What follows belongs to an exercise in optimizing a design on an open flow for small area and a short achievable clock period; a production flow would make more cautious choices.
Function was checked by simulation only, so behaviour that the tests miss may differ from the original.

==> flow/design.v, too long to show whole: its modules and the start of the top module <==
// module fp_recip: 2398 lines
// module fp_recip_fa: 11 lines
// module fp_recip_ha: 10 lines
module fp_recip
(
  input  logic        clk,
  input  logic        reset,
  input  logic        in_valid,
  input  logic [31:0] in_word,
  output logic        out_valid,
  output logic [31:0] out_word
);
  // ...
==> flow/flow/run.sh <==
#!/bin/bash
export SETUP_SLACK_MARGIN=5.5
bash standard.sh > standard.log 2>&1
status=$?
exit $status
==> flow/standard.sh <==
#!/bin/bash
# synth_recipe.tcl (not shown) runs the flow's synth.tcl, then flattens the netlist and writes it again
# the make line also repeats each setting of config.mk as NAME=value (left out here)
make -C /OpenROAD-flow-scripts/flow DESIGN_CONFIG=/design/flow/config.mk WORK_HOME=/design/flow/orfs CLKGATE_MAP_FILE= SYNTH_SCRIPT=/design/flow/synth_recipe.tcl "${@:-finish}"
==> flow/config.mk <==
export PLATFORM = sky130hd
export DESIGN_NAME = fp_recip
export DESIGN_NICKNAME = fp_recip
export VERILOG_FILES = /design/flow/design.v
export SDC_FILE = /design/flow/constraint.sdc
export NUM_CORES = 4
export LEC_CHECK = 0
export CAP_MARGIN = 20
export CORE_MARGIN = 2
export CORE_UTILIZATION = 60
export SLEW_MARGIN = 20
export SYNTH_HIERARCHICAL = 1
==> flow/constraint.sdc <==
create_clock -name core_clock -period 12.0 [get_ports {clk}]
set_input_delay 2.4000 -clock core_clock [delete_from_list [all_inputs] [get_ports {clk}]]
set_output_delay 2.4000 -clock core_clock [all_outputs]
set_load 0.01 [all_outputs]
==> impl_results.md, run 1 <==
* Multi-input logic area at 40,700 sq um
* Initial drt markers at 4,353
* Largest class: multi-input gates
* Largest net degree at the start of global routing at 72
* Crit path launch type: flop
* GRT Total Usage at 35.8%
* CP dominant cell by count: fa_1
* Hold Slack at 0.319 ns
* FP Rows at 105
* Non-clock buffer share at 2.62%
* Clock buffer cells at 51
* Simple logic cell fraction of the synthesized area at 9.09%
* CP Class: flop to flop
* WHS Path Cells at 0
* Min-delay worst type: flop to flop
* Share of post-route cells with drive strength above 1 at 5.01%
* Top-count cell post-synth: fa_1
* Clk Latency, worst-skew pair at 0.60 ns
* Routed wl met3 at 13,200 um
* Chip Width at 293 um
* Met3 Usage GRT at 6.43%
* Hold Path Sink: q2[4]
* Slew @ Worst Pin at 1.17 ns
* Multi-input combinational area share at 77.6%
* RSZ-0062 raised after global routing: yes
* Synth Register Bits at 324
* Synthesized area at 50,000 sq um
* Post-Synth XOR/XNOR Area at 13.1%
* Post-synth top area cell: fa_1
* Slew HR at 22.1%
* M1 WL at 65,000 um
* # hold bufs at CTS at 0
* Synth Area in Compound Gates at 18.9%
* Status: complete, no violations
* Number of flops mapped to enable cells by yosys at 0
* Nets at 6,203
* Worst Reg-to-Reg Cells at 17
* Largest family of logic cells by synthesized area: adder cells
* Nonclk buf count at 162
* GP Congestion at 0.977
* Post-CTS Setup Inserts at 0
* Clk slew on worst S/H paths at 0.06 ns
* Mux share of post-synthesis cell area at 0.898%
* Cells resized by post-CTS repair at 9
==> run 2, diff against run 1 <==
==> flow/flow/run.sh (replaced) <==
#!/bin/bash
export SETUP_SLACK_MARGIN=6
bash standard.sh > standard.log 2>&1
status=$?
exit $status
==> run 2 against run 1 <==
Wire length is 0.14% higher; first-iteration DRC count decreased by 3.2%; design area increased by 0.66%; via count up 0.41%; die area stayed put; cell count increased by 0.24%; register-to-register slack improved by 0.50 ns; fmax rose by 8.5%; clock skew about the same; critical path type unchanged; largest cell class unchanged.
==> impl_results.md, run 2 <==
* Biggest register: md2S
* Largest net degree at the start of global routing at 72 (unchanged)
* Pre-antenna DRT Iters at 9
* Top-count cell post-synth: fa_1
* Commonest cells in the netlist: 768 x fa_1, 671 x xnor2_1, 557 x a22oi_1, 452 x nand2_1, 412 x clkbuf_1
* Initial Util at 60.7%
* CP Class: flop to flop
* Share of post-route cells with drive strength above 1 at 6.19% (+1.2 points)
* Prevailing post-synth register cell: dfxtp_1
* Die Area at 85,700 sq um
* Clk slew on worst S/H paths at 0.06 ns (about the same)
* Max Slew Vio Count at 0
* Synth Instances at 5,336
* Vias in the first global route at 41,769
* Grt ovf at 0
* PortBufs at 67
* Core Footprint at 82,400 sq um
* Yosys cell types at 96
* RSZ-0062 raised after global routing: yes
* TritonCTS buffer count at 40
* Biggest regs: md2S (32), md2C (31), x13 (31)
* Multi-input logic area at 40,800 sq um (+0.23%)
* Post-synth ARST share at 0%
* GRT Total Usage at 35.8% (about the same)
* Most frequent cells in the layout: 768 x fa_1, 664 x xnor2_1, 557 x a22oi_1
* I/O pin cnt at 68
* CTS root buffer: clkbuf_16
* Clk Latency, worst-skew pair at 0.60 ns (about the same)
* Minimum clock period at 5.87 ns
* Max_cap viols at 0
* Layout area overhead at 5.59%
* DRC Markers at 0
* Crit path DAT at 6.33 ns
* Core Util, Final at 64.1%
* Commonest non-fill, non-tap cell in the layout: fa_1
* Min-delay worst type: flop to flop
* Setup TNS at 0 ns
* Ranking of synthesized cells by area: fa_1 31%, dfxtp_1 13%, xnor2_1 12%
* Req. time, crit path at 12.46 ns
* Hpwl dp at 109,000 um
* H-Tree Depth at 2
* Worst clock skew at 0.0312 ns
* Synthesized area at 50,000 sq um (unchanged)
* Max reg flops at 32
* CTS Buffer Depth at 3
* Post-synth top area share at 30.7%
* Dpl ws at 5.20 ns
* Total Wirelength at 153,000 um
* Vias per cell at 6.55
* Chip Width at 293 um (unchanged)
* Highest fanout seen on the critical path at 32
* Total number of vias at 40,447
* Slew HR at 23.1% (+0.93 points)
* Synth Register Bits at 324 (unchanged)
* FMAX at 170 MHz
* Final setup viols at 0
* Nets at 6,217 (+0.23%)
* Chip height at 293 um
* Sequential area share after synthesis at 13.0%
* Status: complete, no violations
* Ys Warns at 7
* Crit path launch type: flop
* Crit path capture type: flop
* Setup ws final at 6.13 ns
* Global-route wire length before repair at 241,000 um
* Slew @ Worst Pin at 1.15 ns (-0.0139 ns)
* Sequential Area at 6580 sq um
* TritonCTS clock tree: yes
* FP Rows at 105 (unchanged)
* Final Cycle Share at 48.9%
* Final ANT Viol Nets at 0
* Initial drt markers at 4,213 (-3.2%)
* Fin. Hold Viols at 0
* Fill count at 7,056
* GP Congestion at 0.977 (unchanged)
* WL/cell at 24.7 um
* Avg Cell Area, Syn at 9.37 sq um
* Initial antenna violation count at 1
* Number of flops mapped to enable cells by yosys at 0 (unchanged)
* CTS Sinks at 324
* Post-synth top area cell: fa_1
run 2: cell counts after synthesis:
Identical to the previous run, type by type.
run 2: path summary, 6_finish.rpt:
kind	start	end	slack, ns	depth (start not counted)
max	yt3[1]	yl4[17]	6.13	18
min reg2reg	q1[4]	q2[4]	0.32	0
max reg2reg	yt3[1]	yl4[17]	6.13	18
min	q1[4]	q2[4]	0.32	0
run 2: repair_timing:
item,4_1_cts,5_1_grt
endpoints found under the setup margin,49,87
setup buffers,2,12
pin swaps,2,8
cloned,0,1
resized for setup,52,78
hold buffers,0,0
run 2: stage by stage:
step	hold slack, ns	instance area (sq um)	std cells
5_1_grt	0.327	52800	6174
2_1_floorplan	0.310	50000	5343
6_report	0.318	52800	6175
4_1_cts	0.322	52500	6161
3_5_place_dp	0.312	51000	6087
3_3_place_gp	0.310	51000	6087
run 2: cell type report:
type | count | share of cell area [%]
diodes | 1 | 0.00474
clock buffers | 51 | 2.12
clock inverters | 21 | 0.604
inverters | 279 | 1.99
multi-input cells | 4253 | 77.3
flip-flops and latches | 324 | 12.5
well taps | 1070 | 2.53
repair buffers | 175 | 2.95
repair inverters | 1 | 0.0142
run 2: kinds of logic after synthesis:
group                      count (synthesis)  synth area share (%)
muxes                                     41                 0.898
buffers and inverters                    766                  5.80
AOI/OAI and AO/OA                       1364                  18.9
DFF                                      324                  13.0
other                                      2                0.0150
and+or+nand+nor                          984                  9.09
xor gates and xnor gates                 747                  13.1
adders and majority gates               1108                  39.2
run 2: routing by layer:
metal	wire length, um	share of wire [%]	global-route usage, %
met4	5850	3.8	13.2
met5	0	0	0
met3	13200	8.6	6.50
met2	68700	45	55.8
met1	64900	43	49.9
run 2: modules after synthesis, one instance, submodules excluded:
| module | cells inside | flops+latches | area (sq um) | copies in the design |
|---|---|---|---|---|
| fp_recip | 4476 | 324 | 33500 | 1 |
| fp_recip_fa | 1 | 0 | 20.0 | 765 |
| fp_recip_ha | 1 | 0 | 12.5 | 95 |
run 2: worst max-delay path, cell delays in order (launching register included):
cell and delay, ns:
dfxtp_1 0.35, buf_6 0.34, a22oi_1 0.17, xnor2_1 0.24, fa_1 0.47, fa_1 0.49, fa_1 0.39, fa_1 0.51
fa_1 0.42, ha_1 0.32, and4_1 0.23, and3_1 0.30, nand4_1 0.29, a311oi_4 0.28, buf_4 0.21, o211ai_1 0.14
nand2_1 0.24, mux2i_1 0.21, o211ai_1 0.12

[re-timing with driven ports]
In the flow no input, the clock included, has a driving cell. The finished layouts below were timed again as built, in two steps.
Step 1 assumes that a clkbuf_16 drives the clock port and a buf_2 every other input.
Step 2, shift: input delay + t, output delay - t, t = (earliest + latest rising clock arrival at the registers) / 2. This alone moves slack from input paths to output paths.
Three values: ideal, step 1, step 2; two values: the first two.
run	t, ns	slack for setup (ns)	hold slack, ns
run 1	0.657	5.627 / 5.627 / 5.310	0.319 / 0.319 / 0.319
run 2	0.654	6.126 / 6.126 / 5.798	0.318 / 0.318 / 0.318
After both steps setup and hold are still met in every run listed. For run 2, which loses most, drivers alone change the setup slack by 0.000 ns; drivers and shift together by -0.328 ns.
